From an optimization exercise on the open Yosys and OpenROAD flow, aimed at small area, a short achievable clock period and few clock cycles per item; shortcuts taken in it are not production practice. The RTL was checked by simulation tests, not by an equivalence proof against the original design. Power figures rest on the tool's default switching activity, not on a simulated workload. No driver is modelled on the clock port, so clocking that relies on it looks cheaper here than on a real chip.

// axil_mem_subsys
module axil_mem_subsys (
  input  logic                  clk_i,
  input  logic                  rst_ni,
  input  logic                  req_i,
  output logic                  gnt_o,
  output logic                  rvalid_o,
  input  logic                  we_i,
  input  logic [(32 / 8)-1:0]   be_i,
  input  logic [32-1:0]   addr_i,
  input  logic [32-1:0]   wdata_i,
  output logic [32-1:0]   rdata_o,
  output logic                  err_o
);
clock: 8.0 ns
lec_check: 0
cap_margin: 40
core_margin: 2
core_utilization: 60
setup_slack_margin: 4.8
slew_margin: 50
synth_hierarchical: 1
standard.sh (not shown) runs the stock make flow with config.mk's settings and CLKGATE_MAP_FILE= SYNTH_SCRIPT=/design/flow/synth_recipe.tcl, a recipe that flattens the netlist after the stock synthesis.
==> flow/flow/run.sh <==
#!/bin/bash
# The standard layout (standard.sh) with a few ORFS variables changed:
# - REMOVE_ABC_BUFFERS=1: the floorplan step removes synthesis buffers instead
#   of repairing timing before placement, when the high-fanout nets have no
#   buffers yet and every path looks slow;
# - the port buffers are buf_4 (the buf family can be resized for timing);
# - CTS without dummy loads, with larger sink clusters;
# - more rounds of antenna repair after detailed routing.
# Each tool's output goes to run.log in the work folder; ORFS keeps a log per
# step under orfs/logs.
set -euo pipefail
cd "$(dirname "$0")/.."
bash standard.sh \
  REMOVE_ABC_BUFFERS=1 \
  "BUFFER_PORTS_ARGS=-buffer_cell sky130_fd_sc_hd__buf_4" \
  "CTS_ARGS=-sink_clustering_enable -repair_clock_nets -dont_use_dummy_load -sink_clustering_size 30 -sink_clustering_max_diameter 80" \
  MAX_REPAIR_ANTENNAS_ITER_DRT=12 \
  finish > run.log 2>&1
Testbench counts at the start, summed over its fixed seeds: cycles 4,808, accesses 4,800.
Change:
--- a/flow/flow/run.sh
+++ b/flow/flow/run.sh
@@ -15,3 +15,3 @@
   "BUFFER_PORTS_ARGS=-buffer_cell sky130_fd_sc_hd__buf_4" \
-  "CTS_ARGS=-sink_clustering_enable -repair_clock_nets -dont_use_dummy_load -sink_clustering_size 30 -sink_clustering_max_diameter 80" \
+  "CTS_ARGS=-sink_clustering_enable -repair_clock_nets -dont_use_dummy_load -sink_clustering_size 30 -sink_clustering_max_diameter 90" \
   MAX_REPAIR_ANTENNAS_ITER_DRT=12 \
CAP_MARGIN = 30   (was 40)
PLACE_DENSITY = 0.72   (was unset)
SLEW_MARGIN = 35   (was 50)
=> The changed run completed without violations. Area after synthesis does not change. First-iteration DRC count went up by 5.4%. Combinational power shrinks by about 1%. Setup slack degrades by 48 ps. Power fell by 0.45%. Design area goes down by 0.60%. Sequential power stays flat. Sequential cell count is unchanged. Register-to-register slack loses 60 ps.
Change:
CORE_UTILIZATION = 64   (was 60)
PLACE_DENSITY = unset   (was 0.72)
Via count drops slightly; die area drops by a few percent; total power hardly moves; design area hardly moves; worst hold slack stays flat; critical path depth stays the same; clock-buffer cell count drops by 1.
Change:
--- a/flow/flow/run.sh
+++ b/flow/flow/run.sh
@@ -15,3 +15,3 @@
   "BUFFER_PORTS_ARGS=-buffer_cell sky130_fd_sc_hd__buf_4" \
-  "CTS_ARGS=-sink_clustering_enable -repair_clock_nets -dont_use_dummy_load -sink_clustering_size 30 -sink_clustering_max_diameter 90" \
+  "CTS_ARGS=-sink_clustering_enable -repair_clock_nets -dont_use_dummy_load -sink_clustering_size 30 -sink_clustering_max_diameter 80" \
   MAX_REPAIR_ANTENNAS_ITER_DRT=12 \
CAP_MARGIN = 40   (was 30)
CORE_UTILIZATION = 60   (was 64)
SETUP_SLACK_MARGIN = 4.65   (was 4.8)
SLEW_MARGIN = 50   (was 35)
=>
- area after synthesis stays the same
- total power rises slightly
- cell count rises slightly
- sequential power stays flat
- hold slack is about the same


Starting RTL as in the previous note.
Settings: LEC_CHECK=0, CAP_MARGIN=30, CORE_MARGIN=2, CORE_UTILIZATION=60, PLACE_DENSITY=0.66, SETUP_SLACK_MARGIN=4.8, SLEW_MARGIN=35, SYNTH_HIERARCHICAL=1; clock period 8.0 ns.
==> flow/flow/run.sh <==
#!/bin/bash
# The standard layout (standard.sh) with a few ORFS variables changed:
# - REMOVE_ABC_BUFFERS=1: the floorplan step removes synthesis buffers instead
#   of repairing timing before placement, when the high-fanout nets have no
#   buffers yet and every path looks slow;
# - the port buffers are buf_4 (the buf family can be resized for timing);
# - CTS without dummy loads, with larger sink clusters;
# - more rounds of antenna repair after detailed routing.
# Each tool's output goes to run.log in the work folder; ORFS keeps a log per
# step under orfs/logs.
set -euo pipefail
cd "$(dirname "$0")/.."
bash standard.sh \
  REMOVE_ABC_BUFFERS=1 \
  "BUFFER_PORTS_ARGS=-buffer_cell sky130_fd_sc_hd__buf_4" \
  "CTS_ARGS=-sink_clustering_enable -repair_clock_nets -dont_use_dummy_load -sink_clustering_size 30 -sink_clustering_max_diameter 90" \
  MAX_REPAIR_ANTENNAS_ITER_DRT=12 \
  finish > run.log 2>&1
Testbench counts at the start, summed over its fixed seeds: cycles 4,808, accesses 4,800.
Edit:
Settings changed: CAP_MARGIN 30 to 10, PLACE_DENSITY 0.66 to unset, SLEW_MARGIN 35 to 20.
Effect:
- power barely changes
- via count came out lower by 0.45%
- design area went down by 0.36%
- first-iteration DRC count drops by 1.5%
- cell count stays flat
- sequential cell count is unchanged
- routed wire length came out lower by 0.50%
- combinational power drops by about 1%
- count of clock-buffer cells in the layout stays the same
- setup slack improved by 0.023 ns
- non-clock buffer count shrinks by 39
Edit:
Settings changed: CORE_UTILIZATION 60 to 56.
Outcome: The changed run went through all stages and came out clean; hold slack hardly moves; final cell count is higher slightly; clock power hardly moves; power is about the same; wire length came out higher by a few percent; non-clock buffer count climbs by 98; core utilization falls by 4.1 points; final area increases slightly; area after synthesis stays the same; register-to-register slack improved by 0.06 ns.
Edit:
--- a/flow/flow/run.sh
+++ b/flow/flow/run.sh
@@ -14,5 +14,5 @@
   REMOVE_ABC_BUFFERS=1 \
   "BUFFER_PORTS_ARGS=-buffer_cell sky130_fd_sc_hd__buf_4" \
-  "CTS_ARGS=-sink_clustering_enable -repair_clock_nets -dont_use_dummy_load -sink_clustering_size 30 -sink_clustering_max_diameter 90" \
+  "CTS_ARGS=-sink_clustering_enable -repair_clock_nets -dont_use_dummy_load -sink_clustering_size 30 -sink_clustering_max_diameter 80" \
   MAX_REPAIR_ANTENNAS_ITER_DRT=12 \
   finish > run.log 2>&1
Settings changed: CAP_MARGIN 10 to 40, CORE_UTILIZATION 56 to 60, SETUP_SLACK_MARGIN 4.8 to 4.5, SLEW_MARGIN 20 to 50.
Effect: Sequential power hardly moves; total power stays flat; routed wire length came out lower by 7.1%; design area fell by 1.3%; fmax drops by 2.9%; utilization climbs by 3.7 points.


Starting RTL as in the previous note.
Design axil_mem_subsys, start of the top module:
module axil_mem_subsys (
  input  logic                  clk_i,
  input  logic                  rst_ni,
  input  logic                  req_i,
  output logic                  gnt_o,
  output logic                  rvalid_o,
  input  logic                  we_i,
  input  logic [(32 / 8)-1:0]   be_i,
  input  logic [32-1:0]   addr_i,
  input  logic [32-1:0]   wdata_i,
  output logic [32-1:0]   rdata_o,
  output logic                  err_o
);
==> flow/config.mk <==
export PLATFORM = sky130hd
export DESIGN_NAME = axil_mem_subsys
export DESIGN_NICKNAME = axil_mem_subsys
export VERILOG_FILES = /design/flow/design.v
export SDC_FILE = /design/flow/constraint.sdc
export NUM_CORES = 8
export LEC_CHECK = 0
export CAP_MARGIN = 10
export CORE_MARGIN = 2
export CORE_UTILIZATION = 60
export PLACE_DENSITY = 0.7
export SETUP_SLACK_MARGIN = 4.8
export SLEW_MARGIN = 20
export SYNTH_HIERARCHICAL = 1
==> flow/constraint.sdc <==
create_clock -name core_clock -period 8.0 [get_ports {clk_i}]
set_input_delay 1.6000 -clock core_clock [delete_from_list [all_inputs] [get_ports {clk_i}]]
set_output_delay 1.6000 -clock core_clock [all_outputs]
set_load 0.01 [all_outputs]
==> flow/flow/run.sh <==
#!/bin/bash
# The standard layout (standard.sh) with a few ORFS variables changed:
# - REMOVE_ABC_BUFFERS=1: the floorplan step removes synthesis buffers instead
#   of repairing timing before placement, when the high-fanout nets have no
#   buffers yet and every path looks slow;
# - the port buffers are buf_4 (the buf family can be resized for timing);
# - CTS without dummy loads, with larger sink clusters;
# - more rounds of antenna repair after detailed routing.
# Each tool's output goes to run.log in the work folder; ORFS keeps a log per
# step under orfs/logs.
set -euo pipefail
cd "$(dirname "$0")/.."
bash standard.sh \
  REMOVE_ABC_BUFFERS=1 \
  "BUFFER_PORTS_ARGS=-buffer_cell sky130_fd_sc_hd__buf_4" \
  "CTS_ARGS=-sink_clustering_enable -repair_clock_nets -dont_use_dummy_load -sink_clustering_size 30 -sink_clustering_max_diameter 90" \
  MAX_REPAIR_ANTENNAS_ITER_DRT=12 \
  finish > run.log 2>&1
Testbench counts at the start, summed over its fixed seeds: cycles 4,808, accesses 4,800.
Change:
--- a/flow/flow/run.sh
+++ b/flow/flow/run.sh
@@ -7,3 +7,5 @@
 # - CTS without dummy loads, with larger sink clusters;
-# - more rounds of antenna repair after detailed routing.
+# - more rounds of antenna repair after detailed routing;
+# - flow/small_a22oi.tcl after the floorplan: the read mux's a22oi gates start
+#   at the smallest size.
 # Each tool's output goes to run.log in the work folder; ORFS keeps a log per
@@ -15,4 +17,5 @@
   "BUFFER_PORTS_ARGS=-buffer_cell sky130_fd_sc_hd__buf_4" \
-  "CTS_ARGS=-sink_clustering_enable -repair_clock_nets -dont_use_dummy_load -sink_clustering_size 30 -sink_clustering_max_diameter 90" \
+  "CTS_ARGS=-sink_clustering_enable -repair_clock_nets -dont_use_dummy_load -sink_clustering_size 30 -sink_clustering_max_diameter 80" \
   MAX_REPAIR_ANTENNAS_ITER_DRT=12 \
+  "POST_FLOORPLAN_TCL=$(pwd)/flow/small_a22oi.tcl" \
   finish > run.log 2>&1
==> flow/flow/small_a22oi.tcl (new file) <==
# Run after the floorplan: synthesis maps the read mux's and-or-invert gates
# (module rd_hsel2) to a22oi_2; start them at a22oi_1 and let the timing
# repair size up the ones that need it.
set n 0
foreach inst [get_cells -hierarchical *] {
  if {[get_property $inst ref_name] eq "sky130_fd_sc_hd__a22oi_2"} {
    replace_cell [get_full_name $inst] sky130_fd_sc_hd__a22oi_1
    incr n
  }
}
puts "a22oi_2 -> a22oi_1: $n"
Settings changed: CAP_MARGIN 10 to 40, PLACE_DENSITY 0.7 to not set, SLEW_MARGIN 20 to 50.
The new run ran to the end with no violations.
Sequential share of layout area shrinks by 0.56 points.
Area after synthesis stays the same.
Hold slack barely changes.
First-iteration DRC count stays flat.
Power grows by 0.57%.


build 81:
axil_mem_subsys again, from the RTL that the note above started with.
export LEC_CHECK = 0
export CAP_MARGIN = 20
export CORE_MARGIN = 2
export CORE_UTILIZATION = 60
export SETUP_SLACK_MARGIN = 4.8
export SLEW_MARGIN = 25
export SYNTH_HIERARCHICAL = 1
export TNS_END_PERCENT = 20
create_clock -name core_clock -period 8.0 [get_ports {clk_i}]
==> flow/flow/run.sh <==
#!/bin/bash
# The standard layout (standard.sh) with a few ORFS variables changed:
# - REMOVE_ABC_BUFFERS=1: the floorplan step removes synthesis buffers instead
#   of repairing timing before placement, when the high-fanout nets have no
#   buffers yet and every path looks slow;
# - the port buffers are buf_4 (the buf family can be resized for timing);
# - CTS without dummy loads, with larger sink clusters;
# - more rounds of antenna repair after detailed routing.
# Each tool's output goes to run.log in the work folder; ORFS keeps a log per
# step under orfs/logs.
set -euo pipefail
cd "$(dirname "$0")/.."
bash standard.sh \
  REMOVE_ABC_BUFFERS=1 \
  "BUFFER_PORTS_ARGS=-buffer_cell sky130_fd_sc_hd__buf_4" \
  "CTS_ARGS=-sink_clustering_enable -repair_clock_nets -dont_use_dummy_load -sink_clustering_size 30 -sink_clustering_max_diameter 90" \
  MAX_REPAIR_ANTENNAS_ITER_DRT=12 \
  finish > run.log 2>&1
Testbench counts of build 81, summed over its fixed seeds: cycles 4,808, accesses 4,800.
For build 5, these inputs were changed with respect to build 81:
--- a/flow/flow/run.sh
+++ b/flow/flow/run.sh
@@ -14,5 +14,5 @@
   REMOVE_ABC_BUFFERS=1 \
   "BUFFER_PORTS_ARGS=-buffer_cell sky130_fd_sc_hd__buf_4" \
-  "CTS_ARGS=-sink_clustering_enable -repair_clock_nets -dont_use_dummy_load -sink_clustering_size 30 -sink_clustering_max_diameter 90" \
+  "CTS_ARGS=-sink_clustering_enable -repair_clock_nets -dont_use_dummy_load -sink_clustering_size 30 -sink_clustering_max_diameter 80" \
   MAX_REPAIR_ANTENNAS_ITER_DRT=12 \
   finish > run.log 2>&1
--- a/flow/config.mk
+++ b/flow/config.mk
@@ -6,9 +6,8 @@
 export NUM_CORES = 8
 export LEC_CHECK = 0
-export CAP_MARGIN = 20
+export CAP_MARGIN = 40
 export CORE_MARGIN = 2
 export CORE_UTILIZATION = 60
-export SETUP_SLACK_MARGIN = 4.8
-export SLEW_MARGIN = 25
+export SETUP_SLACK_MARGIN = 4.3
+export SLEW_MARGIN = 50
 export SYNTH_HIERARCHICAL = 1
-export TNS_END_PERCENT = 20
==> comparison <==
In the flow results for build 5 and build 81, the critical path depth is larger on build 5.
Looking at global routing usage summed across all routing layers, build 5 sits 2.2 points below build 81.
First-pass GRT wire length went down by a few percent going from build 81 to build 5.
When build 5 is measured against build 81, its combinational group share of total power turns out 0.3 points lower.
Relative to build 81, the routed via count of build 5 is lower by about 1.4%.
Of build 5 and build 81, the run reporting the lower average wire per standard cell was build 5.
Summary of build 5 over build 81: routed wire length on met2 shrank by about 4%; area growth from synthesis to final layout decreased by 0.82 points relative to the old numbers; total non-filler cell area in the finished layout decreased by 0.74% relative to the old numbers; cell-internal power went up 0.31%.
Comparing build 5 against build 81, there is no change at all in share of the yosys chip area belonging to registers.
Setup changes, build 5 to build 14
--- a/flow/flow/run.sh
+++ b/flow/flow/run.sh
@@ -14,5 +14,5 @@
   REMOVE_ABC_BUFFERS=1 \
   "BUFFER_PORTS_ARGS=-buffer_cell sky130_fd_sc_hd__buf_4" \
-  "CTS_ARGS=-sink_clustering_enable -repair_clock_nets -dont_use_dummy_load -sink_clustering_size 30 -sink_clustering_max_diameter 80" \
+  "CTS_ARGS=-sink_clustering_enable -repair_clock_nets -dont_use_dummy_load -sink_clustering_size 30 -sink_clustering_max_diameter 90" \
   MAX_REPAIR_ANTENNAS_ITER_DRT=12 \
   finish > run.log 2>&1
--- a/flow/config.mk
+++ b/flow/config.mk
@@ -6,8 +6,8 @@
 export NUM_CORES = 8
 export LEC_CHECK = 0
-export CAP_MARGIN = 40
+export CAP_MARGIN = 30
 export CORE_MARGIN = 2
 export CORE_UTILIZATION = 60
-export SETUP_SLACK_MARGIN = 4.3
-export SLEW_MARGIN = 50
+export SETUP_SLACK_MARGIN = 4.9
+export SLEW_MARGIN = 35
 export SYNTH_HIERARCHICAL = 1
Notes after the runs:
In the tables for build 5 and build 14, number of buffers outside the clock class in the layout reads higher with build 14. Compared with build 5, build 14 shows a lower cell depth of the worst setup path. Build 14 has more setup slack than build 5. Build 14 ends up with a switching power of the nets that is 2.7% higher than in build 5. Build 14 gives more area growth from synthesis to layout than build 5 did. Build 14 and build 5 ended up with roughly the same sequential power.
Edits applied to the flow inputs when going from build 14 to build 69:
--- a/flow/config.mk
+++ b/flow/config.mk
@@ -6,8 +6,8 @@
 export NUM_CORES = 8
 export LEC_CHECK = 0
-export CAP_MARGIN = 30
+export CAP_MARGIN = 40
 export CORE_MARGIN = 2
 export CORE_UTILIZATION = 60
-export SETUP_SLACK_MARGIN = 4.9
-export SLEW_MARGIN = 35
+export SETUP_SLACK_MARGIN = 4.5
+export SLEW_MARGIN = 50
 export SYNTH_HIERARCHICAL = 1
[compare] base=build 14 new=build 69: cell leakage power lost 0.97%, layout-stage area growth over the synthesis result down 2.4 points, final cell area excluding filler cells has decreased, design internal power now sits at about the same level, via count fell by 6126.
From build 14 to build 69 the numbers moved as follows: share of total power in sequential cells now larger; final HPWL from detailed placement now larger.
diff inputs: build 69 => build 18
--- a/flow/flow/run.sh
+++ b/flow/flow/run.sh
@@ -14,5 +14,5 @@
   REMOVE_ABC_BUFFERS=1 \
   "BUFFER_PORTS_ARGS=-buffer_cell sky130_fd_sc_hd__buf_4" \
-  "CTS_ARGS=-sink_clustering_enable -repair_clock_nets -dont_use_dummy_load -sink_clustering_size 30 -sink_clustering_max_diameter 90" \
+  "CTS_ARGS=-sink_clustering_enable -repair_clock_nets -dont_use_dummy_load -sink_clustering_size 30 -sink_clustering_max_diameter 80" \
   MAX_REPAIR_ANTENNAS_ITER_DRT=12 \
   finish > run.log 2>&1
--- a/flow/config.mk
+++ b/flow/config.mk
@@ -9,5 +9,5 @@
 export CORE_MARGIN = 2
 export CORE_UTILIZATION = 60
-export SETUP_SLACK_MARGIN = 4.5
+export SETUP_SLACK_MARGIN = 5.0
 export SLEW_MARGIN = 50
 export SYNTH_HIERARCHICAL = 1
## What came out
Build 18: final worst-path setup slack higher than build 69
Compared with build 69, build 18 is the more power-hungry design.
A library cell contributing the largest single delay on the critical path of sky130_fd_sc_hd__a22oi_2 is what build 69 shows, while sky130_fd_sc_hd__dfxtp_2 belongs to build 18.
Build 18 against build 69: total of cells resized after clock tree synthesis picked up an extra 1418, aggregate global-route resource usage picked up an extra 3.1 points, count of buffering cells on the critical path with inverters included lost 3.
Build 18: flow completed, timing, DRC and antenna clean
Input-level comparison between build 73 and build 18:
--- a/flow/flow/run.sh
+++ b/flow/flow/run.sh
@@ -6,5 +6,6 @@
 # - the port buffers are buf_4 (the buf family can be resized for timing);
 # - CTS without dummy loads, with larger sink clusters;
-# - more rounds of antenna repair after detailed routing.
+# - more rounds of antenna repair after detailed routing;
+# - flow/upsize_predec.tcl after global placement: larger predecoder gates.
 # Each tool's output goes to run.log in the work folder; ORFS keeps a log per
 # step under orfs/logs.
@@ -16,3 +17,4 @@
   "CTS_ARGS=-sink_clustering_enable -repair_clock_nets -dont_use_dummy_load -sink_clustering_size 30 -sink_clustering_max_diameter 80" \
   MAX_REPAIR_ANTENNAS_ITER_DRT=12 \
+  "POST_GLOBAL_PLACE_TCL=$(pwd)/flow/upsize_predec.tcl" \
   finish > run.log 2>&1
==> flow/flow/upsize_predec.tcl (new file) <==
# Run after global placement: size up the drivers of the address predecoder
# lines (and the two gate levels feeding them) of every slice; those lines
# cross a whole slice, and the repair steps tend to leave them small.
# upsize the drivers of the predecoder lines and the gates feeding them
proc bigger {master} {
  # sky130_fd_sc_hd__xxx_N -> largest sensible size
  if {![regexp {^(sky130_fd_sc_hd__[a-z0-9]+)_([0-9]+)$} $master -> base n]} { return "" }
  foreach sz {4 8 2} {
    if {$sz > $n && [llength [get_lib_cells -quiet */${base}_$sz]]} { return ${base}_$sz }
  }
  return ""
}
set done 0
set seen [dict create]
foreach pat {*lo_n* *low* *.hi*} {
  foreach net [get_nets -quiet -hierarchical g_slice*$pat] {
    set frontier [list $net]
    for {set lvl 0} {$lvl < 3} {incr lvl} {
      set next {}
      foreach n $frontier {
        foreach d [get_pins -quiet -of_objects $n -filter "direction==output"] {
          set inst [get_cells -of_objects $d]
          set iname [get_full_name $inst]
          if {[dict exists $seen $iname]} continue
          dict set seen $iname 1
          set m [get_property $inst ref_name]
          if {[string match *dfxtp* $m] || [string match *buf* $m]} continue
          set b [bigger $m]
          if {$b ne ""} { replace_cell $iname $b; incr done }
          foreach ip [get_pins -quiet -of_objects $inst -filter "direction==input"] {
            lappend next [get_nets -of_objects $ip]
          }
        }
      }
      set frontier $next
    }
  }
}
puts "upsized $done predecoder cells"
--- a/flow/config.mk
+++ b/flow/config.mk
@@ -9,5 +9,5 @@
 export CORE_MARGIN = 2
 export CORE_UTILIZATION = 60
-export SETUP_SLACK_MARGIN = 5.0
+export SETUP_SLACK_MARGIN = 4.5
 export SLEW_MARGIN = 50
 export SYNTH_HIERARCHICAL = 1
==> comparison <==
Cmp build 18 and build 73 / wire length of the first global-routing pass / lower: build 73
Count of placed standard cells in the final layout, fillers left out: build 73 lower than build 18
Changes observed in build 73 relative to build 18: layout buffer count excluding clock buffers saw a decrease, power moved down, switching power as a share of total power shows a reduction of 0.44 points.
Compared with build 18, build 73 shows a register-to-register setup slack that is 0.31 ns lower.
Sort build 18 and build 73 by number of global-route vias before repair, ascending, and build 73 comes first.
Per the comparison of build 73 with build 18, area overhead of the layout relative to synthesis lower, number of inserted filler cells in the final layout climbed about 4.5%.

==> re-timing with driven ports <==
How much do the figures lean on ideal ports? The routed layouts below were timed once more, with nothing changed but the port constraints.
Step 1, drivers: a clkbuf_16 drives clk_i and a buf_2 each remaining input, both assumed.
Step 2 times the ports against the registers' clock, not the clock port: input delays grow and output delays shrink by t, the midpoint of the rising clock arrivals with the driver on.
Three values: ideal ports, drivers, drivers and shift; two values: the first two.
run | t, ns | setup WS [ns] | worst hold slack (ns)
the first run of note 1 | 1.111 | 4.467 / 4.351 / 3.313 | 0.442 / 0.442 / 0.442
the second run of note 1 | 1.127 | 4.419 / 4.310 / 3.295 | 0.446 / 0.446 / 0.446
the third run of note 1 | 1.139 | 4.423 / 4.300 / 3.333 | 0.446 / 0.446 / 0.446
the fourth run of note 1 | 1.108 | 4.472 / 4.296 / 3.188 | 0.445 / 0.445 / 0.445
the first run of note 2 | 1.131 | 4.466 / 4.351 / 3.311 | 0.445 / 0.445 / 0.445
the second run of note 2 | 1.123 | 4.489 / 4.372 / 3.282 | 0.449 / 0.449 / 0.449
the third run of note 2 | 1.158 | 4.473 / 4.337 / 3.307 | 0.448 / 0.448 / 0.448
the fourth run of note 2 | 1.110 | 4.369 / 4.302 / 3.192 | 0.444 / 0.444 / 0.444
the first run of note 3 | 1.119 | 4.472 / 4.357 / 3.349 | 0.445 / 0.445 / 0.445
the second run of note 3 | 1.135 | 4.474 / 4.346 / 3.368 | 0.444 / 0.444 / 0.444
build 81 | 1.132 | 4.469 / 4.315 / 3.183 | 0.447 / 0.447 / 0.447
build 5 | 1.103 | 4.198 / 4.175 / 3.072 | 0.443 / 0.443 / 0.443
build 14 | 1.167 | 4.495 / 4.352 / 3.410 | 0.445 / 0.445 / 0.445
build 69 | 1.121 | 4.376 / 4.329 / 3.208 | 0.448 / 0.448 / 0.448
build 18 | 1.140 | 4.472 / 4.338 / 3.462 | 0.446 / 0.446 / 0.446
build 73 | 1.138 | 4.333 / 4.271 / 3.134 | 0.445 / 0.445 / 0.445
After both steps every run listed still meets setup and hold. The setup slack of build 81, which loses most, moves by -0.154 ns with the drivers and by -1.286 ns with both steps.
